Background: an optimization exercise with open tools, aiming at small area and a short achievable clock period. Do not read the settings as production practice. RTL that was checked went through simulation tests only; none was proved equivalent to the original. Only the layout flow was run in runs 2 and 3; the RTL was not checked for function there. No run shown here takes its clock network from TritonCTS; it comes from the design's own scripts or RTL. No driver is modelled on the clock port, so clock power and skew are understated where the tree is cut down; a real chip needs a root buffer or a tree. Power is estimated from default activity; no workload was simulated.

$ cat flow/abc_map.script
strash
amap
topo
$ cat design.v
module log2 #(
  parameter int FRAC_W = 5,
  parameter int MANT_W = 16
) (
  input  logic              clk,
  input  logic              rst_n,
  input  logic [7:0]        x,
  input  logic              validx,
  output logic [FRAC_W+2:0] y,
  output logic              validy
);
  logic [9:0] nrm;
  logic a20, a21, a22, a24, a25, a26, a27, a28, a29, a31;
  logic a32, a33, a34, a35, a36, a37, a38, a40, a42, a43;
  logic a44, a45, a46, a47, a48, a49, a50, a52, a53, a54;
  logic a55, a56, a57, a58, a59, a60, a61, a62, a63, a64;
  logic a66, a67, a69, a70, a71, a72, a74, a75;
  assign nrm[0] = x[0] & x[7];
  assign a20 = x[6] & ~x[7];
  assign a21 = x[0] & a20;
  assign a22 = x[1] & x[7];
  assign nrm[1] = a21 | a22;
  assign a24 = ~x[6] & ~x[7];
  assign a25 = x[5] & a24;
  assign a26 = x[0] & a25;
  assign a27 = x[1] & a20;
  assign a28 = x[2] & x[7];
  assign a29 = ~a27 & ~a28;
  assign nrm[2] = a26 | ~a29;
  assign a31 = x[1] & a25;
  assign a32 = x[0] & x[4];
  assign a33 = ~x[5] & a32;
  assign a34 = a24 & a33;
  assign a35 = x[2] & a20;
  assign a36 = x[3] & x[7];
  assign a37 = ~a35 & ~a36;
  assign a38 = ~a34 & a37;
  assign nrm[3] = a31 | ~a38;
  assign a40 = ~x[4] & ~x[5];
  assign nrm[9] = ~a24 | ~a40;
  assign a42 = x[0] & ~nrm[9];
  assign a43 = ~a20 & ~a42;
  assign a44 = x[3] & ~a43;
  assign a45 = x[1] & ~x[5];
  assign a46 = ~x[6] & a45;
  assign a47 = ~x[7] & ~a46;
  assign a48 = x[4] & ~a47;
  assign a49 = x[2] & a25;
  assign a50 = ~a48 & ~a49;
  assign nrm[4] = a44 | ~a50;
  assign a52 = x[1] & ~nrm[9];
  assign a53 = ~x[5] & ~a52;
  assign a54 = x[3] & ~x[6];
  assign a55 = ~x[7] & ~a54;
  assign a56 = ~a53 & ~a55;
  assign a57 = x[0] & ~x[3];
  assign a58 = ~nrm[9] & a57;
  assign a59 = x[4] & ~x[7];
  assign a60 = ~a58 & ~a59;
  assign a61 = ~x[5] & ~x[7];
  assign a62 = x[2] & a61;
  assign a63 = ~x[6] & ~a62;
  assign a64 = ~a60 & ~a63;
  assign nrm[5] = a56 | a64;
  assign a66 = a53 & a55;
  assign a67 = a60 & a63;
  assign nrm[6] = ~a66 & ~a67;
  assign a69 = x[1] & ~x[2];
  assign a70 = ~x[3] & ~a69;
  assign a71 = ~x[4] & ~a70;
  assign a72 = a61 & ~a71;
  assign nrm[7] = ~a20 & ~a72;
  assign a74 = ~x[2] & ~x[3];
  assign a75 = a40 & ~a74;
  assign nrm[8] = ~a24 | a75;
  logic [2:0] e_q;
  logic [6:0] m_q;
  logic       v_q;
  always_ff @(posedge clk) begin
    e_q <= nrm[9:7];
    m_q <= nrm[6:0];
    v_q <= rst_n & validx;
  end
  logic [4:0] f;
  logic b13, b14, b15, b16, b17, b18, b19, b20, b21, b22;
  logic b23, b24, b25, b26, b27, b28, b29, b30, b31, b32;
  logic b33, b34, b35, b36, b37, b38, b39, b40, b41, b42;
  logic b43, b44, b45, b46, b47, b48, b49, b50, b51, b52;
  logic b53, b54, b55, b56, b57, b58, b59, b60, b61, b62;
  logic b63, b65, b66, b67, b68, b69, b70, b71, b72, b73;
  logic b75, b76, b77, b79, b80;
  assign b13 = m_q[1] & m_q[2];
  assign b14 = ~m_q[3] & ~b13;
  assign b15 = ~m_q[1] & m_q[2];
  assign b16 = m_q[0] & ~b15;
  assign b17 = ~m_q[1] & ~b16;
  assign b18 = b14 & ~b17;
  assign b19 = m_q[0] & m_q[1];
  assign b20 = ~m_q[2] & ~b19;
  assign b21 = m_q[1] & ~m_q[4];
  assign b22 = ~m_q[3] & b21;
  assign b23 = ~b20 & ~b22;
  assign b24 = ~b18 & ~b23;
  assign b25 = m_q[4] & ~b13;
  assign b26 = m_q[3] & m_q[4];
  assign b27 = m_q[5] & ~b26;
  assign b28 = ~b25 & b27;
  assign b29 = ~b24 & b28;
  assign b30 = ~m_q[0] & m_q[3];
  assign b31 = ~m_q[4] & ~m_q[5];
  assign b32 = ~b30 & b31;
  assign b33 = m_q[6] & ~b32;
  assign b34 = b13 & ~b33;
  assign b35 = m_q[6] & ~b34;
  assign b36 = ~b29 & b35;
  assign b37 = m_q[3] & ~m_q[5];
  assign b38 = b19 & ~b37;
  assign b39 = ~m_q[2] & ~b21;
  assign b40 = ~b27 & b39;
  assign b41 = ~b38 & b40;
  assign b42 = b36 & ~b41;
  assign b43 = m_q[3] & b16;
  assign b44 = ~m_q[4] & ~b43;
  assign b45 = ~m_q[5] & ~b44;
  assign b46 = b15 & ~b37;
  assign b47 = m_q[0] & b26;
  assign b48 = ~m_q[0] & ~m_q[3];
  assign b49 = ~m_q[4] & b48;
  assign b50 = m_q[1] & ~b49;
  assign b51 = ~b47 & ~b50;
  assign b52 = ~m_q[2] & ~b51;
  assign b53 = ~b46 & ~b52;
  assign b54 = ~b45 & b53;
  assign b55 = ~m_q[1] & ~m_q[2];
  assign b56 = b25 & ~b55;
  assign b57 = ~m_q[6] & ~b47;
  assign b58 = ~b56 & b57;
  assign b59 = ~m_q[5] & ~b58;
  assign b60 = b15 & ~b48;
  assign b61 = b59 & ~b60;
  assign b62 = ~m_q[6] & ~b61;
  assign b63 = ~b54 & b62;
  assign f[0] = b42 | b63;
  assign b65 = m_q[5] & ~b36;
  assign b66 = ~b59 & ~b65;
  assign b67 = ~m_q[3] & ~b34;
  assign b68 = m_q[3] & b34;
  assign b69 = ~b67 & ~b68;
  assign b70 = ~b66 & ~b69;
  assign b71 = m_q[2] & b37;
  assign b72 = b66 & ~b71;
  assign b73 = ~b14 & b72;
  assign f[1] = b70 | b73;
  assign b75 = ~b67 & ~b72;
  assign b76 = m_q[4] & b75;
  assign b77 = ~m_q[4] & ~b75;
  assign f[2] = ~b76 & ~b77;
  assign b79 = m_q[5] & b76;
  assign b80 = ~m_q[5] & ~b76;
  assign f[3] = ~b79 & ~b80;
  assign f[4] = m_q[6] | b79;
  always_ff @(posedge clk) begin
    y      <= {e_q, f};
    validy <= rst_n & v_q;
  end
endmodule
$ cat flow/run.sh
#!/bin/bash
# Layout flow: the standard ORFS flow (standard.sh) with two changes:
#  - synthesis is the standard flow's own script, except that its final ABC mapping call
#    uses flow/abc_map.script (area-oriented mapping of the AND/inverter
#    network in the RTL) in place of ORFS's speed script;
#    Yosys's own quick ABC pass inside synth is skipped (SYNTH_ARGS -noabc)
#    so that this mapping starts from the RTL's network, and the
#    half/full-adder extraction is left out (ADDER_MAP_FILE empty);
#  - the port buffers that global placement inserts are buf_1 cells;
#  - after CTS, flow/clock_one_buffer.tcl replaces the clock tree with one
#    clock buffer driving all the registers (there are only 20).
# Each step's full output goes to a log file in this folder, and ORFS's own
# per-step logs stay under orfs/logs/.
set -euo pipefail
W=$PWD
F=$W/flow

# Synthesis script: synth_recipe.tcl with the abc call redirected.
{
  head -n 1 synth_recipe.tcl
  cat <<TCL
proc abc {args} {
  set i [lsearch -exact \$args -script]
  if {\$i >= 0} { lset args [expr {\$i + 1}] {$F/abc_map.script} }
  yosys abc {*}\$args
}
TCL
  tail -n +2 synth_recipe.tcl
} > own_synth.tcl

VARS=(
  "SYNTH_SCRIPT=$W/own_synth.tcl"
  "BUFFER_PORTS_ARGS=-buffer_cell sky130_fd_sc_hd__buf_1"
  "ADDER_MAP_FILE="
  "SYNTH_ARGS=-noabc"
  "POST_CTS_TCL=$F/clock_one_buffer.tcl"
  "CLOCK_ONE_BUFFER_CELL=sky130_fd_sc_hd__clkbuf_8"
)
bash standard.sh "${VARS[@]}" synth > synth.log 2>&1
bash standard.sh "${VARS[@]}" finish > layout.log 2>&1
$ cat standard.sh
#!/bin/bash
# synth_recipe.tcl (not shown) runs the flow's synth.tcl, then flattens the netlist and writes it again
# the make line also repeats each setting of config.mk as NAME=value (left out here)
make -C /OpenROAD-flow-scripts/flow DESIGN_CONFIG=/design/flow/config.mk WORK_HOME=/design/flow/orfs CLKGATE_MAP_FILE= SYNTH_SCRIPT=/design/flow/synth_recipe.tcl "${@:-finish}"
$ cat constraint.sdc
create_clock -name core_clock -period 7.0 [get_ports {clk}]
set_input_delay 1.4000 -clock core_clock [delete_from_list [all_inputs] [get_ports {clk}]]
set_output_delay 1.4000 -clock core_clock [all_outputs]
set_load 0.01 [all_outputs]
$ cat flow/clock_one_buffer.tcl
# POST_CTS_TCL hook: the design has only a few registers, so CTS's two-level
# tree (a root buffer, leaf buffers and dummy loads) is replaced by a single
# clock buffer that drives every register's clock pin; every register still
# gets its clock through a buffer, the same one for all.
set block [ord::get_db_block]
set port_net [[$block findBTerm clk] getNet]
set sinks {}
set tree {}
set tree_nets {}
set todo [list $port_net]
# Walk the clock network from the port: registers are sinks, everything else
# on it (buffers, inverters, dummy loads) belongs to the tree.
while {[llength $todo]} {
  set net [lindex $todo 0]
  set todo [lrange $todo 1 end]
  foreach it [$net getITerms] {
    if {![$it isInputSignal]} continue
    set inst [$it getInst]
    if {[[$inst getMaster] isSequential]} {
      lappend sinks $it
    } elseif {[lsearch $tree $inst] < 0} {
      lappend tree $inst
      foreach ot [$inst getITerms] {
        if {[$ot isOutputSignal] && [$ot getNet] ne "NULL"} {
          lappend todo [$ot getNet]
          lappend tree_nets [$ot getNet]
        }
      }
    }
  }
}
puts "clock_one_buffer: [llength $sinks] clock sinks, removing [llength $tree] tree cells"
set xs 0; set ys 0
foreach it $sinks {
  lassign [[$it getInst] getLocation] x y
  set xs [expr {$xs + $x}]; set ys [expr {$ys + $y}]
  $it disconnect
}
foreach inst $tree { odb::dbInst_destroy $inst }
foreach net [lsort -unique $tree_nets] { odb::dbNet_destroy $net }
set master [[ord::get_db] findMaster $::env(CLOCK_ONE_BUFFER_CELL)]
set buf [odb::dbInst_create $block $master clkbuf_0_clk]
set net [odb::dbNet_create $block clknet_0_clk]
$net setSigType CLOCK
[$buf findITerm A] connect $port_net
[$buf findITerm X] connect $net
foreach it $sinks { $it connect $net }
set n [llength $sinks]
$buf setLocation [expr {int($xs / $n)}] [expr {int($ys / $n)}]
$buf setPlacementStatus PLACED
detailed_placement
check_placement -verbose
estimate_parasitics -placement
report_clock_skew
$ cat config.mk
export PLATFORM = sky130hd
export DESIGN_NAME = log2
export DESIGN_NICKNAME = log2
export VERILOG_FILES = /design/flow/design.v
export SDC_FILE = /design/flow/constraint.sdc
export NUM_CORES = 4
export LEC_CHECK = 0
export CAP_MARGIN = 20
export CORE_AREA = 2 2 62 62
export DIE_AREA = 0 0 64 64
export PLACE_DENSITY = 0.6
export SETUP_SLACK_MARGIN = 4.7
export SLEW_MARGIN = 20
==> reports/results.tsv, run 1 <==
stage	metric	value	unit
outcome	status	complete, no violations	
die	start_util	24.5	%
power_and_ir_drop	irDropWorstVdd	86.4	uV
place	dp_slack	4.53	ns
yosys	yosysSeqAreaShare	48.2	%
sta	drv_slew	0	
sta	max_freq	459	MHz
route	detail_route.drc_violations	0	
yosys	syn_inst	104	
layout	syn2layout_area_growth	19.6	%
sta	rsz0062_at_grt	true	
route	wire_per_inst	9.67	um
sta	hold_slack	0.339	ns
sta	relSlewSlack	79.2	%
route	dr.pass1.iters	4	
layout	fillers	366	
yosys	synth_top_family_by_area	compound AO/OA/AOI/OAI gates	
power_and_ir_drop	p_per_area	217	nW/um^2
setup_path	cp.arrival	2.24	ns
route	met2WireLength	728	um
power_and_ir_drop	static-leakage-power	0.345	nW
layout	final_cells	170	
yosys	synth_xor_area_share	0	%
sta	worstMarginPinSlew	0.309	ns
sta	hold_viol	0	
setup_path	worstPathRequired	7.06	ns
yosys	synth_nets	115	
route	ant_nets	0	
yosys	synth-compound-area-share	29.2	%
route	highest_layer	met4	
yosys	syn_avg_cell_area	7.99	sq um
route	drt-vias-per-instance	4.72	
global_route	grt_max_degree	21	
yosys	synth_fa_ha_area_share	0	%
cts	path_clk_slew	0.11	ns
layout	final_cell_mix	clkinv_1, dfxtp_1, buf_1	
flow_run	maxCapViolCount	0	
route	routedLengthMet1	784	um
yosys	synth_simple_gate_area_share	14.0	%
die	dieArea	4100	sq um
layout	ff_latch_area	402	sq um
die	ios	20	
global_route	grt_first_pass_wirelength	2720	um
layout	nets	137	
global_route	grt_pass1_vias	678	
place	place.port_buffers	19	
route	vias	802	
sta	tns	0	ns
sta	setup_viol	0	
setup_path	end_kind	register	
die	core_area	3390	sq um
yosys	yosysWarnings	1	
global_route	grt_usage	7.63	%
layout	final_design_area_no_fill	993	sq um
sta	skew	0.00245	ns
place	dp_cells	169	
layout	utilization	29.3	%
die	die_y	64	um
global_route	antenna_found_initial	0	
sta	period_share	31.1	%
sta	layout_setup_ws	4.82	ns
yosys	synth_cell_types	20	
die	row_count	21	
place	hpwl	1300	um
cts	clock_latency	0.16	ns
place	globalplace.congestion	0.930	
setup_path	crit_fanout	4	
layout	n_antenna_cell	0	
place	place_area	960	sq um
route	met3WireLength	110	um
cts	clock-sinks	20	
min_path	hp-class	reg2reg	
yosys	synth_area	831	sq um
global_route	overflow	0	
sta	min_period	2.18	ns
setup_path	setup.worst_path.class	in2reg	
die	die_w	64	um
route	first_iter_violations	47	
layout	multiInputGateArea	374	sq um
route	wl	1640	um
setup_path	cp-start-kind	input pin	
layout	drive_gt1_share	6.45	%
power_and_ir_drop	fin_total_pwr	216	uW
yosys	ys_ff_latch	20	
yosys	synth.area.mux_share	0	%
## logic make-up after synthesis
family / count (synthesis)
AO/OA/AOI/OAI: 38
buffers and inverters: 19
flip-flops: 20
AND/OR/NAND/NOR: 27
## cells in the mapped netlist (all sizes together)
master / instances / area share (%)
nor2: 13 / 5.9
o311ai: 1 / 1.1
a211oi: 1 / 0.90
and2: 1 / 0.75
nand3: 3 / 1.8
o22a: 1 / 1.1
o221ai: 1 / 1.1
o31ai: 2 / 1.8
a222oi: 3 / 3.6
dfxtp: 20 / 48
o21ai: 13 / 7.8
nor3: 3 / 1.8
o22ai: 3 / 2.3
nor2b: 2 / 1.5
clkinv: 19 / 8.6
a22oi: 3 / 2.7
a21oi: 6 / 3.6
nand2: 5 / 2.3
o32ai: 1 / 1.1
a31oi: 3 / 2.3
## where the power goes
group,leakage (nW),switching (mW),internal [mW]
registers,0.168,0.00635,0.125
clock network,0.00719,0.0257,0.0133
logic,0.170,0.0280,0.0172
## state kept, by name (all words and copies together) (netlist names)
| name | cells |
|---|---|
| validy | 1 |
| y | 8 |
| m_q | 7 |
| v_q | 1 |
| e_q | 3 |
## cell type report
| cell class | instances | share of cell area, % |
|---|---|---|
| multi-input cells | 65 | 37.7 |
| repair buffers | 19 | 7.56 |
| plain buffers | 1 | 1.39 |
| flip-flops and latches | 20 | 40.4 |
| well taps | 46 | 5.79 |
| inverters | 19 | 7.18 |
## critical path: stages
cell and delay [ns]:
buf_1 0.16, clkinv_1 0.14, nand3_2 0.12, o21ai_0 0.08, a222oi_1 0.24, clkinv_1 0.10
## layer usage
| metal | up-vias | track usage (%) |
|---|---|---|
| met5 | - | 0 |
| met4 | 0 | 2.17 |
| met3 | 4 | 0.704 |
| met2 | 39 | 12.1 |
| met1 | 352 | 10.9 |
| li1 | 407 | - |
## path summary, 6_finish.rpt
kind | start | endpoint | slack, ns | depth (start not counted)
worst min register to register | e_q[1] | y[6] | 0.34 | 0
worst min-delay path | e_q[1] | y[6] | 0.34 | 0
worst max register to register | m_q[4] | y[4] | 4.96 | 11
worst max-delay path | x[4] | m_q[4] | 4.82 | 6
==> inputs of run 2 (changes only) <==
--- a/design.v
+++ b/design.v
@@ -75,2 +75,3 @@
   assign nrm[8] = ~a24 | a75;
+  localparam logic [6:0] MINV = 7'b0011111;
   logic [2:0] e_q;
@@ -80,3 +81,3 @@
     e_q <= nrm[9:7];
-    m_q <= nrm[6:0];
+    m_q <= nrm[6:0] ^ MINV;
     v_q <= rst_n & validx;
@@ -84,2 +85,4 @@
   logic [4:0] f;
+  logic [6:0] m;
+  assign m = m_q ^ MINV;
   logic b13, b14, b15, b16, b17, b18, b19, b20, b21, b22;
@@ -91,29 +94,29 @@
   logic b75, b76, b77, b79, b80;
-  assign b13 = m_q[1] & m_q[2];
-  assign b14 = ~m_q[3] & ~b13;
-  assign b15 = ~m_q[1] & m_q[2];
-  assign b16 = m_q[0] & ~b15;
-  assign b17 = ~m_q[1] & ~b16;
+  assign b13 = m[1] & m[2];
+  assign b14 = ~m[3] & ~b13;
+  assign b15 = ~m[1] & m[2];
+  assign b16 = m[0] & ~b15;
+  assign b17 = ~m[1] & ~b16;
   assign b18 = b14 & ~b17;
-  assign b19 = m_q[0] & m_q[1];
-  assign b20 = ~m_q[2] & ~b19;
-  assign b21 = m_q[1] & ~m_q[4];
-  assign b22 = ~m_q[3] & b21;
+  assign b19 = m[0] & m[1];
+  assign b20 = ~m[2] & ~b19;
+  assign b21 = m[1] & ~m[4];
+  assign b22 = ~m[3] & b21;
   assign b23 = ~b20 & ~b22;
   assign b24 = ~b18 & ~b23;
-  assign b25 = m_q[4] & ~b13;
-  assign b26 = m_q[3] & m_q[4];
-  assign b27 = m_q[5] & ~b26;
+  assign b25 = m[4] & ~b13;
+  assign b26 = m[3] & m[4];
+  assign b27 = m[5] & ~b26;
   assign b28 = ~b25 & b27;
   assign b29 = ~b24 & b28;
-  assign b30 = ~m_q[0] & m_q[3];
-  assign b31 = ~m_q[4] & ~m_q[5];
+  assign b30 = ~m[0] & m[3];
+  assign b31 = ~m[4] & ~m[5];
   assign b32 = ~b30 & b31;
-  assign b33 = m_q[6] & ~b32;
+  assign b33 = m[6] & ~b32;
   assign b34 = b13 & ~b33;
-  assign b35 = m_q[6] & ~b34;
+  assign b35 = m[6] & ~b34;
   assign b36 = ~b29 & b35;
-  assign b37 = m_q[3] & ~m_q[5];
+  assign b37 = m[3] & ~m[5];
   assign b38 = b19 & ~b37;
-  assign b39 = ~m_q[2] & ~b21;
+  assign b39 = ~m[2] & ~b21;
   assign b40 = ~b27 & b39;
@@ -121,31 +124,31 @@
   assign b42 = b36 & ~b41;
-  assign b43 = m_q[3] & b16;
-  assign b44 = ~m_q[4] & ~b43;
-  assign b45 = ~m_q[5] & ~b44;
+  assign b43 = m[3] & b16;
+  assign b44 = ~m[4] & ~b43;
+  assign b45 = ~m[5] & ~b44;
   assign b46 = b15 & ~b37;
-  assign b47 = m_q[0] & b26;
-  assign b48 = ~m_q[0] & ~m_q[3];
-  assign b49 = ~m_q[4] & b48;
-  assign b50 = m_q[1] & ~b49;
+  assign b47 = m[0] & b26;
+  assign b48 = ~m[0] & ~m[3];
+  assign b49 = ~m[4] & b48;
+  assign b50 = m[1] & ~b49;
   assign b51 = ~b47 & ~b50;
-  assign b52 = ~m_q[2] & ~b51;
+  assign b52 = ~m[2] & ~b51;
   assign b53 = ~b46 & ~b52;
   assign b54 = ~b45 & b53;
-  assign b55 = ~m_q[1] & ~m_q[2];
+  assign b55 = ~m[1] & ~m[2];
   assign b56 = b25 & ~b55;
-  assign b57 = ~m_q[6] & ~b47;
+  assign b57 = ~m[6] & ~b47;
   assign b58 = ~b56 & b57;
-  assign b59 = ~m_q[5] & ~b58;
+  assign b59 = ~m[5] & ~b58;
   assign b60 = b15 & ~b48;
   assign b61 = b59 & ~b60;
-  assign b62 = ~m_q[6] & ~b61;
+  assign b62 = ~m[6] & ~b61;
   assign b63 = ~b54 & b62;
   assign f[0] = b42 | b63;
-  assign b65 = m_q[5] & ~b36;
+  assign b65 = m[5] & ~b36;
   assign b66 = ~b59 & ~b65;
-  assign b67 = ~m_q[3] & ~b34;
-  assign b68 = m_q[3] & b34;
+  assign b67 = ~m[3] & ~b34;
+  assign b68 = m[3] & b34;
   assign b69 = ~b67 & ~b68;
   assign b70 = ~b66 & ~b69;
-  assign b71 = m_q[2] & b37;
+  assign b71 = m[2] & b37;
   assign b72 = b66 & ~b71;
@@ -154,9 +157,9 @@
   assign b75 = ~b67 & ~b72;
-  assign b76 = m_q[4] & b75;
-  assign b77 = ~m_q[4] & ~b75;
+  assign b76 = m[4] & b75;
+  assign b77 = ~m[4] & ~b75;
   assign f[2] = ~b76 & ~b77;
-  assign b79 = m_q[5] & b76;
-  assign b80 = ~m_q[5] & ~b76;
+  assign b79 = m[5] & b76;
+  assign b80 = ~m[5] & ~b76;
   assign f[3] = ~b79 & ~b80;
-  assign f[4] = m_q[6] | b79;
+  assign f[4] = m[6] | b79;
   always_ff @(posedge clk) begin
==> reports/results.tsv, run 2 <==
stage	metric	value	unit	change
layout	largest_reg_flops	8		unchanged
global_route	grt_max_degree	21		unchanged
global_route	grt_first_pass_wirelength	2950	um	+8.4%
layout	multiInputGateArea	370	sq um	-1.0%
yosys	yosysSeqAreaShare	48.6	%	+0.44 points
outcome	status	complete, no violations		
yosys	yosysWarnings	1		unchanged
yosys	synthDominantCellAreaShare	48.6	%	+0.44 points
route	vias	813		+1.4%
setup_path	cp-start-kind	input pin		
place	hpwl	1420	um	+9.2%
flow_run	maxCapViolCount	0		unchanged
min_path	hp-class	reg2reg		
sta	drv_slew	0		unchanged
layout	drive_gt1_share	5.74	%	-0.71 points
setup_path	r2r-end	y[3]		
yosys	synth_ff_type	dfxtp_1		
route	wl	1800	um	+9.5%
yosys	ys_ff_latch	20		unchanged
yosys	synth_nets	111		-3.5%
layout	top_regs	y (8), m_q (7), e_q (3)		
min_path	holdPathStages	0		unchanged
route	wire_per_inst	10.7	um	+11%
route	first_iter_violations	36		-23%
power_and_ir_drop	irDropWorstVdd	77.2	uV	-11%
layout	ff_latch_area	402	sq um	unchanged
setup_path	worstPathRequired	7.08	ns	+0.02 ns
sta	relSlewSlack	72.9	%	-6.3 points
layout	final_design_area_no_fill	995	sq um	+0.13%
sta	hold_viol	0		unchanged
power_and_ir_drop	static-leakage-power	0.345	nW	-0.15%
setup_path	setup.worst_path.class	in2reg		
layout	mostFrequentLayoutCell	dfxtp_1		
global_route	overflow	0		unchanged
sta	rsz0062_at_grt	true		
yosys	async_flop_share	0	%	unchanged
layout	final_cell_mix	dfxtp_1, buf_1, clkinv_1		
power_and_ir_drop	p_per_area	219	nW/um^2	+0.65%
layout	fillers	366		unchanged
global_route	use_met1	11.5	%	+0.54 points
global_route	top_usage_layer	met2		
sta	tns	0	ns	unchanged
sta	max_freq	442	MHz	-3.6%
global_route	grt_util_met2	14.3	%	+2.2 points
place	globalplace.congestion	0.933		+0.30%
setup_path	cp.arrival	2.35	ns	+0.11 ns
setup_path	r2r-start	m_q[3]		
route	dr.pass1.iters	4		unchanged
yosys	synth-edff-count	0		unchanged
place	place.port_buffers	19		unchanged
yosys	synth_area	823	sq um	-0.90%
global_route	grt_pass1_vias	679		+0.15%
route	ant_nets	0		unchanged
sta	skew	0.000538	ns	-0.00191 ns
yosys	synth_common_cells	dfxtp_1, clkinv_1, nor2_1, o21ai_0, a21oi_1		
layout	largest_register	y		
setup_path	crit_fanout	10		+6
setup_path	end_kind	register		
route	drt-vias-per-instance	4.84		+2.6%
die	die_y	64	um	unchanged
layout	syn2layout_area_growth	20.8	%	
global_route	antenna_found_initial	0		unchanged
die	start_util	24.3	%	-0.22 points
place	place_area	952	sq um	-0.78%
sta	setup_viol	0		unchanged
layout	nets	135		-1.5%
place	dp_slack	4.49	ns	-0.0418 ns
cts	clock_latency	0.16	ns	about the same
yosys	synth_cell_types	20		unchanged
sta	layout_setup_ws	4.74	ns	-0.0810 ns
yosys	syn_avg_cell_area	8.23	sq um	+3.1%
sta	period_share	32.3	%	+1.2 points
layout	n_antenna_cell	0		unchanged
yosys	yosysTopAreaCell	dfxtp_1		
die	ios	20		unchanged
route	detail_route.drc_violations	0		unchanged
die	die_w	64	um	unchanged
sta	min_period	2.26	ns	+0.0810 ns
cts	path_clk_slew	0.10	ns	about the same
yosys	synthTopCellsByArea	dfxtp_1, clkinv_1, o21ai_0		
die	dieArea	4100	sq um	unchanged
yosys	synth_most_common_cell	dfxtp_1		
setup_path	worst_r2r_path_depth	10		-1
cts	clock-sinks	20		unchanged
min_path	hp-start	e_q[0]		
sta	worstMarginPinSlew	0.402	ns	+0.0933 ns
setup_path	regToRegSetupSlack	4.95	ns	about the same
global_route	use_met3	0.704	%	unchanged
global_route	grt_usage	8.37	%	+0.74 points
die	row_count	21		unchanged
die	core_area	3390	sq um	unchanged
min_path	hold-path-endpoint	y[5]		
yosys	syn_inst	100		-3.8%
## run 2: worst max path at each step
stage | startpoint | to | slack [ns] | cells after the start
floorplan | x[7] | m_q[6] | 4.92 | 5
global placement | x[7] | m_q[3] | 4.56 | 4
detailed placement | x[7] | m_q[3] | 4.49 | 4
global route | m_q[3] | y[3] | 4.63 | 10
finish | x[7] | m_q[6] | 4.74 | 6
## run 2: per-layer routing
metal / vias to the layer above / routed length [um] / part of all wire [%]
li1: 412 / - / -
met1: 369 / 808 / 45
met2: 30 / 884 / 49
met3: 2 / 94 / 5.2
met4: 0 / 13 / 0.72
met5: - / 0 / 0
## run 2: critical path: stages
cell,delay (ns)
clkbuf_2,0.16
nor2_1,0.21
nand3_1,0.17
nor3_1,0.16
a21oi_1,0.08
a22oi_1,0.16
## run 2: logic make-up (layout without fill, tap and decap cells)
kind of cell | Yosys count | in the layout | share of synthesized area [%]
flops | 20 | 20 | 48.6
compound gates | 38 | 38 | 30.2
simple gates | 26 | 26 | 13.8
buf+inv | 16 | 38 | 7.30
## run 2: where the power goes
part	internal [mW]	switching [mW]
clock	0.0133	0.0252
sequential	0.125	0.00700
combinational	0.0184	0.0282
## run 2: area by class of cell
| type | instances | area share (%) |
|---|---|---|
| Sequential cell | 20 | 40.4 |
| Multi-Input combinational cell | 64 | 37.2 |
| Timing Repair Buffer | 21 | 8.81 |
| Inverter | 16 | 6.42 |
| Tap cell | 46 | 5.79 |
| Buffer | 1 | 1.38 |
## run 2: per-stage QoR
stage | hold WS (ns) | utilization, % | std cells | total power [mW]
2_1_floorplan | 0.310 | - | 100 | 0.162
3_3_place_gp | 0.312 | 28.1 | 165 | 0.176
3_5_place_dp | 0.314 | 28.1 | 165 | 0.178
5_1_grt | 0.347 | 29.3 | 168 | 0.229
6_report | 0.337 | 29.3 | 168 | 0.217
==> inputs of run 3 (changes only) <==
--- a/design.v
+++ b/design.v
@@ -75,3 +75,3 @@
   assign nrm[8] = ~a24 | a75;
-  localparam logic [6:0] MINV = 7'b0011111;
+  localparam logic [6:0] MINV = 7'b0010110;
   logic [2:0] e_q;
==> reports/results.tsv, run 3 <==
stage	metric	value	unit	change
yosys	syn_avg_cell_area	8.15	sq um	-0.99%
die	start_util	24.3	%	unchanged
global_route	antenna_found_initial	0		unchanged
setup_path	r2r-end	y[3]		
place	globalplace.congestion	0.962		+3.1%
yosys	synth_simple_gate_area_share	14.7	%	+0.91 points
layout	n_antenna_cell	0		unchanged
flow_run	maxCapViolCount	0		unchanged
setup_path	regToRegSetupSlack	4.89	ns	-0.06 ns
cts	clock_latency	0.16	ns	about the same
power_and_ir_drop	switching_power	60.9	uW	+0.68%
setup_path	crit_path_end	m_q[4]		
sta	drv_slew	0		unchanged
yosys	synth_top_family_by_area	compound AO/OA/AOI/OAI gates		
power_and_ir_drop	p_per_area	220	nW/um^2	+0.60%
yosys	synth_xor_area_share	0	%	unchanged
layout	nets	134		-0.74%
route	detail_route.drc_violations	0		unchanged
power_and_ir_drop	seqPwrFrac	61.3	%	+0.5 points
sta	skew	0.00121	ns	+0.000676 ns
layout	largest_register	y		
sta	worstMarginPinSlew	0.458	ns	+0.0559 ns
yosys	synth_fa_ha_area_share	0	%	unchanged
sta	min_period	2.23	ns	-0.0262 ns
outcome	status	complete, no violations		
yosys	ys_ff_latch	20		unchanged
power_and_ir_drop	fin_total_pwr	217	uW	-0.42%
setup_path	worstPathRequired	7.05	ns	-0.03 ns
place	hpwl	1420	um	-0.36%
global_route	grt_usage	8.67	%	+0.30 points
setup_path	crit_start	x[4]		
route	first_iter_violations	40		+11%
yosys	yosysWarnings	1		unchanged
setup_path	r2r-start	m_q[2]		
setup_path	worst_r2r_path_depth	10		unchanged
die	die_w	64	um	unchanged
route	vias	812		-0.12%
die	core_area	3390	sq um	unchanged
power_and_ir_drop	static-leakage-power	0.341	nW	-0.99%
layout	final_cell_mix	dfxtp_1, buf_1, clkinv_1		
die	dieArea	4100	sq um	unchanged
route	dr.pass1.iters	5		+1
yosys	yosysTopAreaCell	dfxtp_1		
sta	period_share	31.9	%	-0.37 points
sta	rsz0062_at_grt	true		
power_and_ir_drop	p_clk_share	18.2	%	+0.5 points
sta	hold_viol	0		unchanged
yosys	synth_nets	112		+0.90%
sta	relSlewSlack	69.1	%	-3.8 points
setup_path	crit_fanout	4		-6
yosys	synth_area	823	sq um	unchanged
sta	setup_viol	0		unchanged
route	wl	1810	um	+0.56%
yosys	yosysSeqAreaShare	48.6	%	unchanged
power_and_ir_drop	p_sw_share	28.1	%	+0.30 points
setup_path	end_kind	register		
yosys	syn_inst	101		+1.0%
power_and_ir_drop	irDropWorstVdd	89.1	uV	+15%
sta	tns	0	ns	unchanged
yosys	synthDominantCellAreaShare	48.6	%	unchanged
die	ios	20		unchanged
sta	max_freq	447	MHz	+1.2%
yosys	synthTopCellsByArea	dfxtp_1, clkinv_1, o21ai_0		
yosys	synth-edff-count	0		unchanged
cts	path_clk_slew	0.11	ns	about the same
global_route	overflow	0		unchanged
yosys	synth_most_common_cell	dfxtp_1		
layout	syn2layout_area_growth	19.6	%	
route	wire_per_inst	10.8	um	+1.2%
global_route	grt_max_degree	21		unchanged
route	ant_nets	0		unchanged
power_and_ir_drop	p_int	156	uW	-0.84%
place	place.port_buffers	19		unchanged
layout	ff_latch_area	403	sq um	+0.31%
yosys	synth_common_cells	dfxtp_1, clkinv_1, nor2_1, o21ai_0, a21oi_1		
global_route	grt_first_pass_wirelength	3060	um	+3.7%
yosys	synth-compound-area-share	29.3	%	-0.91 points
setup_path	cp.arrival	2.28	ns	-0.07 ns
yosys	synth_ff_type	dfxtp_1		
global_route	grt_pass1_vias	742		+9.3%
setup_path	cp-start-kind	input pin		
route	drt-vias-per-instance	4.86		+0.48%
layout	top_regs	y (8), m_q (7), e_q (3)		
power_and_ir_drop	p_comb_share	20.5	%	-1.0 points
layout	multiInputGateArea	378	sq um	+2.0%
yosys	async_flop_share	0	%	unchanged
layout	drive_gt1_share	6.61	%	+0.87 points
yosys	synth.area.mux_share	0	%	unchanged
setup_path	setup.worst_path.class	in2reg		
min_path	hp-class	reg2reg		
layout	largest_reg_flops	8		unchanged
die	die_y	64	um	unchanged
layout	fillers	380		+3.8%
cts	clock-sinks	20		unchanged
die	row_count	21		unchanged
yosys	synth_cell_types	19		-5.0%
-- run 3: changes by cell type after synthesis, sizes merged --
cell    delta
nand2      +1
nor2       +1
a21boi     -1
-- run 3: area by class of cell --
type	instances	area share [%]
inverter	16	6.10
tap	46	5.84
multi-input combinational	65	38.4
buffer	1	1.40
sequential	20	40.9
timing repair buffer	19	7.37
-- run 3: critical path, cell delays in order --
cell      delay [ns]
buf_1           0.16
clkinv_1        0.14
nand3_1         0.20
o22ai_1         0.11
a222oi_1        0.27
-- run 3: kinds of logic (layout without fill, tap and decap cells) --
| kind of cell | after synthesis | in the layout |
|---|---|---|
| AO/OA/AOI/OAI | 37 | 37 |
| buffers and inverters | 16 | 36 |
| flip-flops | 20 | 20 |
| AND/OR/NAND/NOR | 28 | 28 |
-- run 3: worst min path at each step --
| stage | startpoint | end | slack, ns | depth (start not counted) |
|---|---|---|---|---|
| 2_1_floorplan | e_q[0] | y[5] | 0.31 | 0 |
| 3_3_place_gp | e_q[1] | y[6] | 0.31 | 0 |
| 3_5_place_dp | e_q[2] | y[7] | 0.31 | 0 |
| 5_1_grt | e_q[1] | y[6] | 0.35 | 0 |
| 6_report | e_q[2] | y[7] | 0.34 | 0 |
-- run 3: power groups by stage --
| stage | Combinational, mW | Clock, mW | Sequential, mW |
|---|---|---|---|
| 3_3_place_gp | 0.0414 | 0 | 0.135 |
| 5_1_grt | 0.0497 | 0.0459 | 0.135 |
| 2_1_floorplan | 0.0246 | 0 | 0.137 |
| 3_5_place_dp | 0.0424 | 0 | 0.135 |
| 6_report | 0.0444 | 0.0394 | 0.133 |
-- run 3: per-layer routing --
layer  up-vias  GRT usage [%]  wire length, um
met3         0          0.528              105
met5         -              0                0
met2        40           15.2              868
met1       362           11.9              836
li1        410              -                -
met4         0           1.09                0
-- run 3: metrics by stage --
step	worst slack [ns]	utilization, %	area (sq um)	hold slack (ns)	std cells
finish	4.77	29.1	985	0.339	167
detailed placement	4.48	28.1	952	0.314	166
global placement	4.57	28.1	952	0.311	166
global route	4.66	29.1	985	0.347	167
floorplan	4.92	-	823	0.310	101
==> inputs of run 4 (changes only) <==
--- a/design.v
+++ b/design.v
@@ -75,3 +75,3 @@
   assign nrm[8] = ~a24 | a75;
-  localparam logic [6:0] MINV = 7'b0010110;
+  localparam logic [6:0] MINV = 7'b0000000;
   logic [2:0] e_q;
--- a/flow/run.sh
+++ b/flow/run.sh
@@ -23,3 +23,10 @@
   set i [lsearch -exact \$args -script]
-  if {\$i >= 0} { lset args [expr {\$i + 1}] {$F/abc_map.script} }
+  if {[file exists {$F/abc_stage1.script}]} {
+    # The logic feeding the first-stage registers (the cone of wire nrm)
+    # is mapped first, with its own script.
+    set a1 \$args
+    lset a1 [expr {\$i + 1}] {$F/abc_stage1.script}
+    yosys abc {*}\$a1 w:nrm %ci*
+  }
+  lset args [expr {\$i + 1}] {$F/abc_map.script}
   yosys abc {*}\$args
==> flow/abc_stage1.script (new file) <==
strash
map -D 450
topo
buffer -p
upsize -D 450
dnsize -D 450
--- a/flow/clock_one_buffer.tcl
+++ b/flow/clock_one_buffer.tcl
@@ -54 +54,16 @@
 report_clock_skew
+
+# Optionally give the input ports' buffers a stronger cell of the same
+# function (the paths from the inputs are the design's longest).
+if {[info exists ::env(INPUT_BUF_CELL)] && $::env(INPUT_BUF_CELL) ne ""} {
+  set bm [[ord::get_db] findMaster $::env(INPUT_BUF_CELL)]
+  foreach bt [$block getBTerms] {
+    if {[$bt getIoType] ne "INPUT" || [$bt getName] eq "clk"} continue
+    foreach it [[$bt getNet] getITerms] {
+      set inst [$it getInst]
+      if {[string match "sky130_fd_sc_hd__buf_*" [[$inst getMaster] getName]]} { $inst swapMaster $bm }
+    }
+  }
+  detailed_placement
+  estimate_parasitics -placement
+}
==> reports/results.tsv, run 4 <==
stage	metric	value	unit	change
setup_path	worstPathRequired	7.09	ns	+0.04 ns
sta	min_period	2.15	ns	-0.0849 ns
power_and_ir_drop	p_per_area	215	nW/um^2	-2.2%
yosys	synth_xor_area_share	0	%	unchanged
layout	largest_reg_flops	8		unchanged
yosys	synthDominantCellAreaShare	46.9	%	-1.8 points
yosys	synth_area	855	sq um	+3.8%
yosys	yosysWarnings	1		unchanged
place	dp_slack	4.73	ns	+0.252 ns
yosys	synth.area.mux_share	0	%	unchanged
yosys	syn_inst	106		+5.0%
route	detail_route.drc_violations	0		unchanged
yosys	yosysTopAreaCell	dfxtp_1		
route	ant_nets	0		unchanged
setup_path	end_kind	register		
layout	final_cell_mix	buf_1, dfxtp_1, o21ai_0		
sta	max_freq	465	MHz	+4.0%
sta	skew	0.00188	ns	+0.000666 ns
global_route	grt_pass1_vias	769		+3.6%
layout	final_design_area_no_fill	1010	sq um	+2.5%
yosys	async_flop_share	0	%	unchanged
die	die_y	64	um	unchanged
sta	tns	0	ns	unchanged
flow_run	maxCapViolCount	0		unchanged
sta	layout_setup_ws	4.85	ns	+0.0849 ns
yosys	syn_avg_cell_area	8.06	sq um	-1.1%
layout	n_antenna_cell	0		unchanged
place	place_area	983	sq um	+3.3%
global_route	grt_max_degree	21		unchanged
sta	rsz0062_at_grt	false		
sta	relSlewSlack	66.7	%	-2.5 points
sta	worstMarginPinSlew	0.495	ns	+0.0364 ns
die	ios	20		unchanged
sta	hold_viol	0		unchanged
route	dr.pass1.iters	4		-1
power_and_ir_drop	irDropWorstVdd	81.7	uV	-8.3%
global_route	overflow	0		unchanged
die	start_util	25.2	%	+0.92 points
place	globalplace.congestion	0.866		-10%
sta	setup_viol	0		unchanged
power_and_ir_drop	static-leakage-power	0.365	nW	+6.8%
yosys	synth-compound-area-share	28.7	%	-0.63 points
setup_path	cp.arrival	2.24	ns	-0.04 ns
sta	period_share	30.7	%	-1.2 points
die	core_area	3390	sq um	unchanged
layout	nets	139		+3.7%
cts	clock_latency	0.16	ns	about the same
die	row_count	21		unchanged
cts	clock-sinks	20		unchanged
die	die_w	64	um	unchanged
route	first_iter_violations	76		+90%
global_route	antenna_found_initial	0		unchanged
setup_path	cp-start-kind	register		
yosys	synth_nets	117		+4.5%
layout	utilization	29.8	%	+0.74 points
layout	fillers	359		-5.5%
yosys	synth_simple_gate_area_share	17.0	%	+2.2 points
setup_path	setup.worst_path.class	reg2reg		
route	vias	856		+5.4%
route	wl	1890	um	+4.2%
yosys	synth_most_common_cell	dfxtp_1		
die	dieArea	4100	sq um	unchanged
yosys	yosysSeqAreaShare	46.9	%	-1.8 points
route	drt-vias-per-instance	4.98		+2.4%
yosys	ys_ff_latch	20		unchanged
min_path	hp-class	reg2reg		
place	hpwl	1470	um	+4.2%
global_route	grt_usage	9.11	%	+0.44 points
layout	mostFrequentLayoutCell	buf_1		
layout	syn2layout_area_growth	18.2	%	
outcome	status	complete, no violations		
yosys	synth_cell_types	27		+8
yosys	synth_fa_ha_area_share	0	%	unchanged
route	wire_per_inst	11.0	um	+1.2%
sta	drv_slew	0		unchanged
layout	largest_register	y		
global_route	grt_first_pass_wirelength	3110	um	+1.8%
yosys	synth_common_cells	dfxtp_1, o21ai_0, clkinv_1, nand2_1, nor2_1		
setup_path	crit_fanout	10		+6
cts	path_clk_slew	0.10	ns	about the same
place	place.port_buffers	19		unchanged
yosys	synth_top_family_by_area	compound AO/OA/AOI/OAI gates		
yosys	synth_ff_type	dfxtp_1		
yosys	synthTopCellsByArea	dfxtp_1, o21ai_0, clkinv_1		
layout	drive_gt1_share	7.94	%	+1.3 points
yosys	synth-edff-count	0		unchanged
layout	top_regs	y (8), m_q (7), e_q (3)		
==> run 4: metrics by stage <==
stage	std cells	hold slack [ns]	total power, mW
6_report	172	0.337	0.217
3_5_place_dp	171	0.314	0.179
3_3_place_gp	171	0.310	0.178
5_1_grt	172	0.348	0.231
2_1_floorplan	106	0.310	0.163
==> run 4: area by class of cell <==
| type | instances | area, sq um | area share (%) |
|---|---|---|---|
| plain buffers | 1 | 13.8 | 1.36 |
| inverters | 17 | 63.8 | 6.32 |
| flip-flops and latches | 20 | 403 | 39.9 |
| well taps | 46 | 57.6 | 5.70 |
| multi-input cells | 69 | 400 | 39.7 |
| repair buffers | 19 | 71.3 | 7.06 |
==> run 4: logic make-up (layout without fill, tap and decap cells) <==
kind of cell           count (synthesis)  after routing
flip-flops                            20             20
AO/OA/AOI/OAI                         38             38
AND/OR/NAND/NOR                       31             31
buffers and inverters                 17             37
==> run 4: power by group <==
group	internal [mW]	switching, mW
registers	0.125	0.00698
clock network	0.0133	0.0247
logic	0.0171	0.0296
total	0.156	0.0613
==> run 4: path summary, 6_finish.rpt <==
path | startpoint | end | slack, ns | depth (start not counted)
worst max-delay path | m_q[3] | y[3] | 4.85 | 8
worst min-delay path | e_q[2] | y[7] | 0.34 | 0
worst min register to register | e_q[2] | y[7] | 0.34 | 0
worst max register to register | m_q[3] | y[3] | 4.85 | 8
==> run 4: critical path: stages (launching register included) <==
cell and delay (ns):
dfxtp_1 0.53, a211oi_1 0.12, o21ai_0 0.43, o311ai_2 0.22, a21oi_1 0.23, o21ai_0 0.14
o21ai_0 0.13, nor2_1 0.11, a22oi_1 0.18
==> run 4: per-layer routing <==
layer	part of all wire (%)	wire [um]	track usage (%)	up-vias
li1	-	-	-	419
met1	41	768	10.3	378
met2	49	921	16.9	53
met3	8.7	165	1.94	6
met4	1.6	31	2.72	0
met5	0	0	0	-
==> inputs of run 5 (changes only) <==
==> flow/abc_map.script (replaced) <==
strash
amap
topo
buffer -p
upsize -D 1300
dnsize -D 1300
==> reports/results.tsv, run 5 <==
stage	metric	value	unit	change
outcome	status	complete, no violations		
yosys	synthTopCellsByArea	dfxtp_1, inv_1, o21ai_0		
layout	final_cell_mix	dfxtp_1, buf_1, inv_1		
die	row_count	21		unchanged
setup_path	cpLargestDelayFamily	compound AO/OA/AOI/OAI gates		
layout	syn2layout_area_growth	15.1	%	
setup_path	setup.worst_path.class	in2reg		
layout	drive_gt1_share	13.5	%	+5.6 points
yosys	ys_ff_latch	20		unchanged
min_path	holdPathStages	0		unchanged
layout	mostFrequentLayoutCell	dfxtp_1		
power_and_ir_drop	p_int	157	uW	+0.77%
sta	min_period	2.11	ns	-0.0392 ns
layout	nets	139		unchanged
sta	hold_viol	0		unchanged
power_and_ir_drop	seqPwrFrac	59.5	%	-1.5 points
yosys	synth_most_common_cell	dfxtp_1		
setup_path	cp.arrival	2.16	ns	-0.08 ns
setup_path	r2r-end	y[3]		
layout	n_antenna_cell	0		unchanged
setup_path	cp-start-kind	input pin		
power_and_ir_drop	p_clk_share	17.7	%	+0.2 points
sta	worstMarginPinSlew	0.388	ns	-0.107 ns
route	vias	857		+0.12%
cts	path_clk_slew	0.11	ns	about the same
yosys	synth_ff_type	dfxtp_1		
cts	clock_latency	0.16	ns	about the same
route	drt-vias-per-instance	4.98		+0.12%
route	ant_nets	0		unchanged
power_and_ir_drop	p_sw_share	29.2	%	+0.96 points
layout	top_regs	y (8), m_q (7), e_q (3)		
min_path	hold-path-endpoint	y[6]		
sta	hold_slack	0.339	ns	+0.00205 ns
setup_path	critPathBufInv	1		+1
yosys	synth-edff-count	0		unchanged
place	dp_slack	4.72	ns	-0.0101 ns
setup_path	worst_r2r_path_depth	8		unchanged
global_route	grt_first_pass_wirelength	3240	um	+4.0%
setup_path	r2r-start	m_q[3]		
yosys	syn_inst	107		+0.94%
setup_path	worstPathRequired	7.05	ns	-0.04 ns
route	first_iter_violations	86		+13%
setup_path	crit_chain	buf_1 > nor2_4 > a31oi_1 > a22oi_1		
place	globalplace.congestion	0.944		+8.9%
sta	max_freq	474	MHz	+1.9%
setup_path	cp_slowest_stage_delay	0.30	ns	-0.23 ns
place	place_area	1010	sq um	+3.2%
yosys	yosysTopAreaCell	dfxtp_1		
setup_path	slowest_stage	buf_1		
yosys	syn_avg_cell_area	8.35	sq um	+3.6%
die	die_y	64	um	unchanged
sta	layout_setup_ws	4.89	ns	+0.0392 ns
layout	largest_reg_flops	8		unchanged
setup_path	crit_fanout	9		-1
route	wl	1870	um	-0.64%
layout	largest_register	y		
layout	final_design_area_no_fill	1030	sq um	+1.9%
setup_path	end_kind	register		
power_and_ir_drop	p_per_area	216	nW/um^2	+0.27%
global_route	antenna_found_initial	0		unchanged
flow_run	maxCapViolCount	0		unchanged
place	hpwl	1430	um	-3.1%
global_route	grt_usage	9.37	%	+0.27 points
die	dieArea	4100	sq um	unchanged
yosys	yosysSeqAreaShare	44.8	%	-2.0 points
sta	relSlewSlack	74.1	%	+7.5 points
min_path	hp-start	e_q[1]		
sta	period_share	30.2	%	-0.56 points
sta	setup_viol	0		unchanged
die	start_util	26.4	%	+1.1 points
sta	drv_slew	0		unchanged
yosys	synthDominantCellAreaShare	44.8	%	-2.0 points
route	wire_per_inst	10.9	um	-0.64%
route	dr.pass1.iters	4		unchanged
layout	final_cells	172		unchanged
route	detail_route.drc_violations	0		unchanged
yosys	synth_area	893	sq um	+4.5%
yosys	synth_cell_types	29		+7.4%
power_and_ir_drop	p_comb_share	22.8	%	+1.3 points
die	core_area	3390	sq um	unchanged
yosys	async_flop_share	0	%	unchanged
power_and_ir_drop	irDropWorstVdd	70.0	uV	-14%
sta	rsz0062_at_grt	false		
die	ios	20		unchanged
place	place.port_buffers	19		unchanged
yosys	yosysWarnings	1		unchanged
yosys	synth_nets	118		+0.85%
setup_path	regToRegSetupSlack	5.11	ns	+0.26 ns
min_path	hp-class	reg2reg		
yosys	synth_common_cells	dfxtp_1, inv_1, nand2_1, o21ai_0		
global_route	grt_pass1_vias	773		+0.52%
die	die_w	64	um	unchanged
power_and_ir_drop	switching_power	64.7	uW	+5.6%
global_route	grt_max_degree	21		unchanged
sta	skew	0.00113	ns	-0.000748 ns
place	dp_cells	171		unchanged
cts	clock-sinks	20		unchanged
power_and_ir_drop	static-leakage-power	0.395	nW	+8.3%
global_route	overflow	0		unchanged
sta	tns	0	ns	unchanged
-- run 5: changes by cell type after synthesis, moves of 2 or more --
cell,delta
nor2_1,-3
inv_1,+5
clkinv_1,-10
o21ai_0,-4
inv_2,+5
o21ai_1,+2
o21ai_2,+2
nor2_2,+2
-- run 5: how the worst max path moves through the flow --
stage	startpoint	to	slack (ns)	cells past startpoint
2_1_floorplan	x[5]	m_q[6]	5.05	3
3_3_place_gp	x[6]	m_q[4]	4.75	5
3_5_place_dp	x[7]	m_q[6]	4.72	4
5_1_grt	x[7]	m_q[6]	4.82	4
6_report	x[7]	m_q[6]	4.89	4
-- run 5: routing by layer --
| layer | up-vias | global-route usage [%] | part of all wire, % |
|---|---|---|---|
| met4 | 0 | 2.72 | 1.3 |
| li1 | 417 | - | - |
| met2 | 50 | 15.5 | 47 |
| met3 | 7 | 1.94 | 8.3 |
| met1 | 383 | 12.2 | 43 |
| met5 | - | 0 | 0 |
-- run 5: power groups by stage --
stage	logic [mW]	clock network [mW]	registers [mW]
6_report	0.0506	0.0392	0.132
5_1_grt	0.0564	0.0455	0.134
3_5_place_dp	0.0495	0	0.135
3_3_place_gp	0.0488	0	0.134
2_1_floorplan	0.0329	0	0.136
-- run 5: stage by stage --
| step | util, % | total power, mW |
|---|---|---|
| 6_report | 30.3 | 0.222 |
| 2_1_floorplan | - | 0.169 |
| 3_3_place_gp | 29.9 | 0.183 |
| 3_5_place_dp | 29.9 | 0.184 |
| 5_1_grt | 30.3 | 0.236 |
-- run 5: layout make-up --
class / instances / area (sq um)
buffer: 1 / 13.8
inverter: 17 / 63.8
tap: 46 / 57.6
sequential: 20 / 400
multi-input combinational: 69 / 422
timing repair buffer: 19 / 71.3
fill: 367 / 2360
-- run 5: cells by family after synthesis --
| group | synth area share (%) |
|---|---|
| simple gates | 17.6 |
| buf+inv | 7.98 |
| flops | 44.8 |
| compound gates | 29.6 |
==> inputs of run 6 (changes only) <==
--- a/config.mk
+++ b/config.mk
@@ -11,3 +11,3 @@
 export PLACE_DENSITY = 0.6
-export SETUP_SLACK_MARGIN = 4.7
+export SETUP_SLACK_MARGIN = 0
 export SLEW_MARGIN = 20
==> reports/results.tsv, run 6 <==
stage	metric	value	unit	change
cts	path_clk_slew	0.11	ns	about the same
global_route	antenna_found_initial	0		unchanged
power_and_ir_drop	seqPwrFrac	59.5	%	about the same
cts	clock_latency	0.16	ns	about the same
route	wl	1870	um	unchanged
setup_path	crit_chain	buf_1 > nor2_4 > a31oi_1 > a22oi_1		
yosys	synth_area	893	sq um	unchanged
die	core_area	3390	sq um	unchanged
setup_path	critPathBufInv	1		unchanged
yosys	synth-edff-count	0		unchanged
yosys	synth_cell_types	29		unchanged
setup_path	setup.worst_path.class	in2reg		
route	ant_nets	0		unchanged
setup_path	worstPathRequired	7.05	ns	about the same
layout	final_cell_mix	dfxtp_1, buf_1, inv_1		
yosys	synthTopCellsByArea	dfxtp_1, inv_1, o21ai_0		
power_and_ir_drop	irDropWorstVdd	70.0	uV	unchanged
place	place.port_buffers	19		unchanged
route	wire_per_inst	10.9	um	unchanged
outcome	status	complete, no violations		
die	row_count	21		unchanged
place	dp_cells	171		unchanged
cts	clock-sinks	20		unchanged
yosys	yosysWarnings	1		unchanged
layout	syn2layout_area_growth	15.1	%	unchanged
yosys	yosysSeqAreaShare	44.8	%	unchanged
sta	setup_viol	0		unchanged
yosys	ys_ff_latch	20		unchanged
power_and_ir_drop	p_clk_share	17.7	%	about the same
die	die_y	64	um	unchanged
yosys	syn_avg_cell_area	8.35	sq um	unchanged
layout	n_antenna_cell	0		unchanged
layout	largest_register	y		
sta	min_period	2.11	ns	unchanged
yosys	yosysTopAreaCell	dfxtp_1		
route	drt-vias-per-instance	4.98		unchanged
route	dr.pass1.iters	4		unchanged
route	detail_route.drc_violations	0		unchanged
global_route	grt_usage	9.37	%	unchanged
die	start_util	26.4	%	unchanged
power_and_ir_drop	p_per_area	216	nW/um^2	unchanged
route	vias	857		unchanged
sta	tns	0	ns	unchanged
sta	worstMarginPinSlew	0.388	ns	unchanged
sta	relSlewSlack	74.1	%	unchanged
sta	period_share	30.2	%	unchanged
yosys	async_flop_share	0	%	unchanged
die	die_w	64	um	unchanged
yosys	synthDominantCellAreaShare	44.8	%	unchanged
layout	largest_reg_flops	8		unchanged
die	ios	20		unchanged
power_and_ir_drop	p_sw_share	29.2	%	unchanged
global_route	grt_first_pass_wirelength	3240	um	unchanged
yosys	synth_common_cells	dfxtp_1, inv_1, nand2_1, o21ai_0		
global_route	overflow	0		unchanged
global_route	grt_max_degree	21		unchanged
sta	rsz0062_at_grt	false		
route	first_iter_violations	86		unchanged
sta	max_freq	474	MHz	unchanged
setup_path	cp.arrival	2.16	ns	about the same
min_path	hp-class	reg2reg		
place	globalplace.congestion	0.944		unchanged
sta	drv_slew	0		unchanged
yosys	synth_ff_type	dfxtp_1		
layout	top_regs	y (8), m_q (7), e_q (3)		
yosys	synth_nets	118		unchanged
layout	final_cells	172		unchanged
setup_path	cp_slowest_stage_delay	0.30	ns	about the same
yosys	synth_most_common_cell	dfxtp_1		
power_and_ir_drop	switching_power	64.7	uW	unchanged
global_route	grt_pass1_vias	773		unchanged
flow_run	maxCapViolCount	0		unchanged
yosys	syn_inst	107		unchanged
sta	hold_viol	0		unchanged
setup_path	slowest_stage	buf_1		
place	hpwl	1430	um	unchanged
layout	mostFrequentLayoutCell	dfxtp_1		
power_and_ir_drop	p_int	157	uW	unchanged
setup_path	cpLargestDelayFamily	compound AO/OA/AOI/OAI gates		
power_and_ir_drop	p_comb_share	22.8	%	about the same
sta	hold_slack	0.339	ns	unchanged
layout	nets	139		unchanged
die	dieArea	4100	sq um	unchanged
sta	skew	0.00113	ns	unchanged
power_and_ir_drop	static-leakage-power	0.395	nW	unchanged
layout	drive_gt1_share	13.5	%	unchanged
setup_path	crit_fanout	9		unchanged
setup_path	end_kind	register		
setup_path	regToRegSetupSlack	5.11	ns	about the same
setup_path	cp-start-kind	input pin		
-- run 6: metrics by stage --
stage          util [%]  setup slack, ns  cell area [sq um]  power (mW)
2_1_floorplan         -             5.05                893       0.169
3_3_place_gp       29.9             4.75               1010       0.183
3_5_place_dp       29.9             4.72               1010       0.184
5_1_grt            30.3             4.82               1030       0.236
6_report           30.3             4.89               1030       0.222
-- run 6: worst reg2reg max path: stages (launching register included) --
cell	delay, ns
dfxtp_1	0.55
inv_1	0.13
o21ai_0	0.32
o311ai_2	0.16
a21oi_1	0.24
o21ai_2	0.10
o21ai_2	0.10
nor2_4	0.06
a22oi_1	0.17
-- run 6: path summary, 6_finish.rpt --
check,start,cells after the start,endpoint
setup / recovery,x[7],4,m_q[6]
hold / removal,e_q[1],0,y[6]
setup reg to reg,m_q[3],8,y[3]
hold reg to reg,e_q[1],0,y[6]
-- run 6: power groups by stage --
stage          logic [mW]  clock network, mW  registers (mW)
6_report           0.0506             0.0392           0.132
3_5_place_dp       0.0495                  0           0.135
3_3_place_gp       0.0488                  0           0.134
5_1_grt            0.0564             0.0455           0.134
2_1_floorplan      0.0329                  0           0.136
-- run 6: cells by family (layout without fill, tap and decap cells) --
| logic type | count (synthesis) | in the layout | synth area share (%) |
|---|---|---|---|
| AO/OA/AOI/OAI | 38 | 38 | 29.6 |
| buffers and inverters | 18 | 37 | 7.98 |
| flip-flops | 20 | 20 | 44.8 |
| AND/OR/NAND/NOR | 31 | 31 | 17.6 |
-- run 6: per-layer routing --
layer	GRT usage, %	vias to the layer above	share of wire (%)
li1	-	417	-
met1	12.2	383	43
met2	15.5	50	47
met3	1.94	7	8.3
met4	2.72	0	1.3
met5	0	-	0
-- run 6: final cells by class --
type,instances,area (sq um)
Sequential cell,20,400
Inverter,17,63.8
Multi-Input combinational cell,69,422
Fill cell,367,2360
Buffer,1,13.8
Timing Repair Buffer,19,71.3
Tap cell,46,57.6
==> inputs of run 7 (changes only) <==
==> flow/abc_stage1.script (replaced) <==
strash
map -D 500
topo
buffer -p
upsize -D 500
dnsize -D 500
==> reports/results.tsv, run 7 <==
stage	metric	value	unit	change
outcome	status	complete, no violations		
global_route	grt_pass1_vias	769		-0.52%
global_route	overflow	0		unchanged
sta	max_freq	468	MHz	-1.1%
cts	clock-sinks	20		unchanged
yosys	yosysSeqAreaShare	44.9	%	+0.13 points
global_route	antenna_found_initial	0		unchanged
power_and_ir_drop	static-leakage-power	0.396	nW	+0.23%
route	vias	818		-4.6%
route	first_iter_violations	44		-49%
yosys	synth_common_cells	dfxtp_1, inv_1, nand2_1, o21ai_0		
power_and_ir_drop	irDropWorstVdd	73.0	uV	+4.2%
global_route	grt_first_pass_wirelength	3310	um	+2.1%
die	core_area	3390	sq um	unchanged
power_and_ir_drop	switching_power	64.7	uW	about the same
place	place.port_buffers	19		unchanged
setup_path	end_kind	register		
min_path	hold-path-endpoint	y[7]		
setup_path	crit_chain	buf_1 > nor2_4 > a31oi_1 > a22oi_1		
yosys	synthTopCellsByArea	dfxtp_1, o21ai_0, inv_1		
global_route	grt_max_degree	21		unchanged
sta	hold_viol	0		unchanged
power_and_ir_drop	seqPwrFrac	59.4	%	about the same
min_path	hp-start	e_q[2]		
yosys	synth_cell_types	29		unchanged
cts	clock_latency	0.16	ns	about the same
power_and_ir_drop	p_clk_share	17.8	%	about the same
min_path	holdPathStages	0		unchanged
place	dp_cells	170		-0.58%
die	die_y	64	um	unchanged
die	die_w	64	um	unchanged
sta	hold_slack	0.338	ns	-0.00119 ns
yosys	synth_area	891	sq um	-0.28%
setup_path	r2r-start	m_q[3]		
yosys	syn_avg_cell_area	8.40	sq um	+0.66%
layout	multiInputGateArea	415	sq um	-1.5%
layout	ff_latch_area	400	sq um	unchanged
layout	final_cells	171		-0.58%
layout	largest_register	y		
layout	top_regs	y (8), m_q (7), e_q (3)		
yosys	ys_ff_latch	20		unchanged
setup_path	crit_fanout	7		-2
flow_run	maxCapViolCount	0		unchanged
power_and_ir_drop	p_comb_share	22.8	%	about the same
yosys	yosysTopAreaCell	dfxtp_1		
power_and_ir_drop	p_sw_share	29.2	%	about the same
setup_path	cp-start-kind	input pin		
yosys	synth_nets	117		-0.85%
layout	mostFrequentLayoutCell	dfxtp_1		
sta	drv_slew	0		unchanged
route	detail_route.drc_violations	0		unchanged
setup_path	setup.worst_path.class	in2reg		
setup_path	r2r-end	y[3]		
setup_path	regToRegSetupSlack	5.07	ns	-0.04 ns
die	ios	20		unchanged
sta	relSlewSlack	74.0	%	-0.13 points
yosys	syn_inst	106		-0.93%
setup_path	cp_slowest_stage_delay	0.31	ns	about the same
setup_path	critPathBufInv	1		unchanged
sta	rsz0062_at_grt	false		
sta	worstMarginPinSlew	0.390	ns	+0.00198 ns
layout	nets	138		-0.72%
die	start_util	26.3	%	-0.074 points
layout	utilization	30.3	%	-0.074 points
route	wl	1880	um	+0.48%
route	dr.pass1.iters	5		+1
setup_path	worst_r2r_path_depth	8		unchanged
min_path	hp-class	reg2reg		
setup_path	cp.arrival	2.18	ns	+0.02 ns
sta	tns	0	ns	unchanged
layout	largest_reg_flops	8		unchanged
sta	min_period	2.13	ns	+0.0240 ns
place	globalplace.congestion	0.933		-1.1%
route	wire_per_inst	11.0	um	+1.1%
setup_path	cpLargestDelayFamily	compound AO/OA/AOI/OAI gates		
power_and_ir_drop	p_per_area	216	nW/um^2	+0.29%
yosys	yosysWarnings	1		unchanged
layout	n_antenna_cell	0		unchanged
sta	setup_viol	0		unchanged
layout	drive_gt1_share	13.6	%	+0.11 points
place	hpwl	1550	um	+8.7%
power_and_ir_drop	p_int	157	uW	about the same
setup_path	worstPathRequired	7.05	ns	about the same
cts	path_clk_slew	0.11	ns	about the same
layout	final_cell_mix	dfxtp_1, buf_1, inv_1		
yosys	synth_most_common_cell	dfxtp_1		
global_route	grt_usage	9.64	%	+0.27 points
yosys	synth-edff-count	0		unchanged
route	ant_nets	0		unchanged
power_and_ir_drop	fin_total_pwr	222	uW	about the same
yosys	synthDominantCellAreaShare	44.9	%	+0.13 points
yosys	async_flop_share	0	%	unchanged
layout	fillers	360		-1.9%
die	row_count	21		unchanged
sta	skew	0.00108	ns	-0.0000543 ns
setup_path	slowest_stage	buf_1		
die	dieArea	4100	sq um	unchanged
route	drt-vias-per-instance	4.78		-4.0%
layout	syn2layout_area_growth	15.2	%	about the same
sta	period_share	30.5	%	+0.34 points
yosys	synth_ff_type	dfxtp_1		
run 7: power by group through the flow:
stage	combinational [mW]	sequential [mW]	clock (mW)
floorplan	0.0330	0.136	0
global placement	0.0495	0.134	0
detailed placement	0.0499	0.134	0
global route	0.0563	0.133	0.0441
finish	0.0506	0.132	0.0394
run 7: metal layers:
metal	share of wire (%)	vias to the layer above	track usage (%)
li1	-	416	-
met1	45	367	12.6
met2	48	33	16.1
met3	6.4	2	1.76
met4	0.42	0	2.72
met5	0	-	0
run 7: metrics by stage:
stage	setup slack (ns)	area, sq um
after floorplan	5.06	891
after global placement	4.65	1010
after detailed placement	4.69	1010
after global routing	4.80	1030
final	4.87	1030
run 7: worst max-delay path by stage:
stage / slack, ns / cells past startpoint / start / to
floorplan: 5.06 / 3 / x[5] / m_q[6]
global placement: 4.65 / 4 / x[7] / m_q[6]
detailed placement: 4.69 / 4 / x[7] / m_q[6]
global route: 4.80 / 4 / x[7] / m_q[5]
finish: 4.87 / 4 / x[7] / m_q[6]
run 7: final cells by class:
type	count	area share (%)
multi-input cells	67	40.5
flip-flops and latches	20	39.0
repair buffers	19	6.95
inverters	18	6.59
well taps	46	5.61
plain buffers	1	1.34
run 7: cells by family (layout without fill, tap and decap cells):
group                  Yosys count  count (layout)  share of synthesized area (%)
and+or+nand+nor                 28              28                           16.0
buffers and inverters           19              38                           8.43
AOI/OAI and AO/OA               39              39                           30.6
DFF                             20              20                           44.9

==> afterwards: timing with drivers on the ports <==
The results above use ideal ports. As a check the final layouts listed here were re-extracted and re-timed, cells and wires unchanged. Step 1 assumes that a clkbuf_16 drives the clock port and a buf_2 every other input. Step 2 adds t to the input delays and takes it off the output delays; t is the mean of the earliest and latest rising clock arrival at the registers after step 1. Input paths then give back, and output paths get back, about the clock's delay inside the block. a / b / c = ideal ports / drivers / drivers and shift; a / b = the first two.
| run | t (ns) | slack for setup (ns) | worst data-port slew with drivers (ns) | cell pins on the clock port's net |
|---|---|---|---|---|
| run 1 | 0.180 | 4.820 / 4.816 / 4.636 | 0.03 | 1 |
| run 2 | 0.179 | 4.739 / 4.735 / 4.556 | 0.03 | 1 |
| run 3 | 0.179 | 4.765 / 4.761 / 4.582 | 0.03 | 1 |
| run 4 | 0.179 | 4.850 / 4.850 / 4.714 | 0.03 | 1 |
| run 5 | 0.182 | 4.889 / 4.887 / 4.705 | 0.03 | 1 |
| run 6 | 0.182 | 4.889 / 4.887 / 4.705 | 0.03 | 1 |
| run 7 | 0.182 | 4.865 / 4.864 / 4.681 | 0.03 | 1 |
After both steps setup and hold are still met in every run listed.
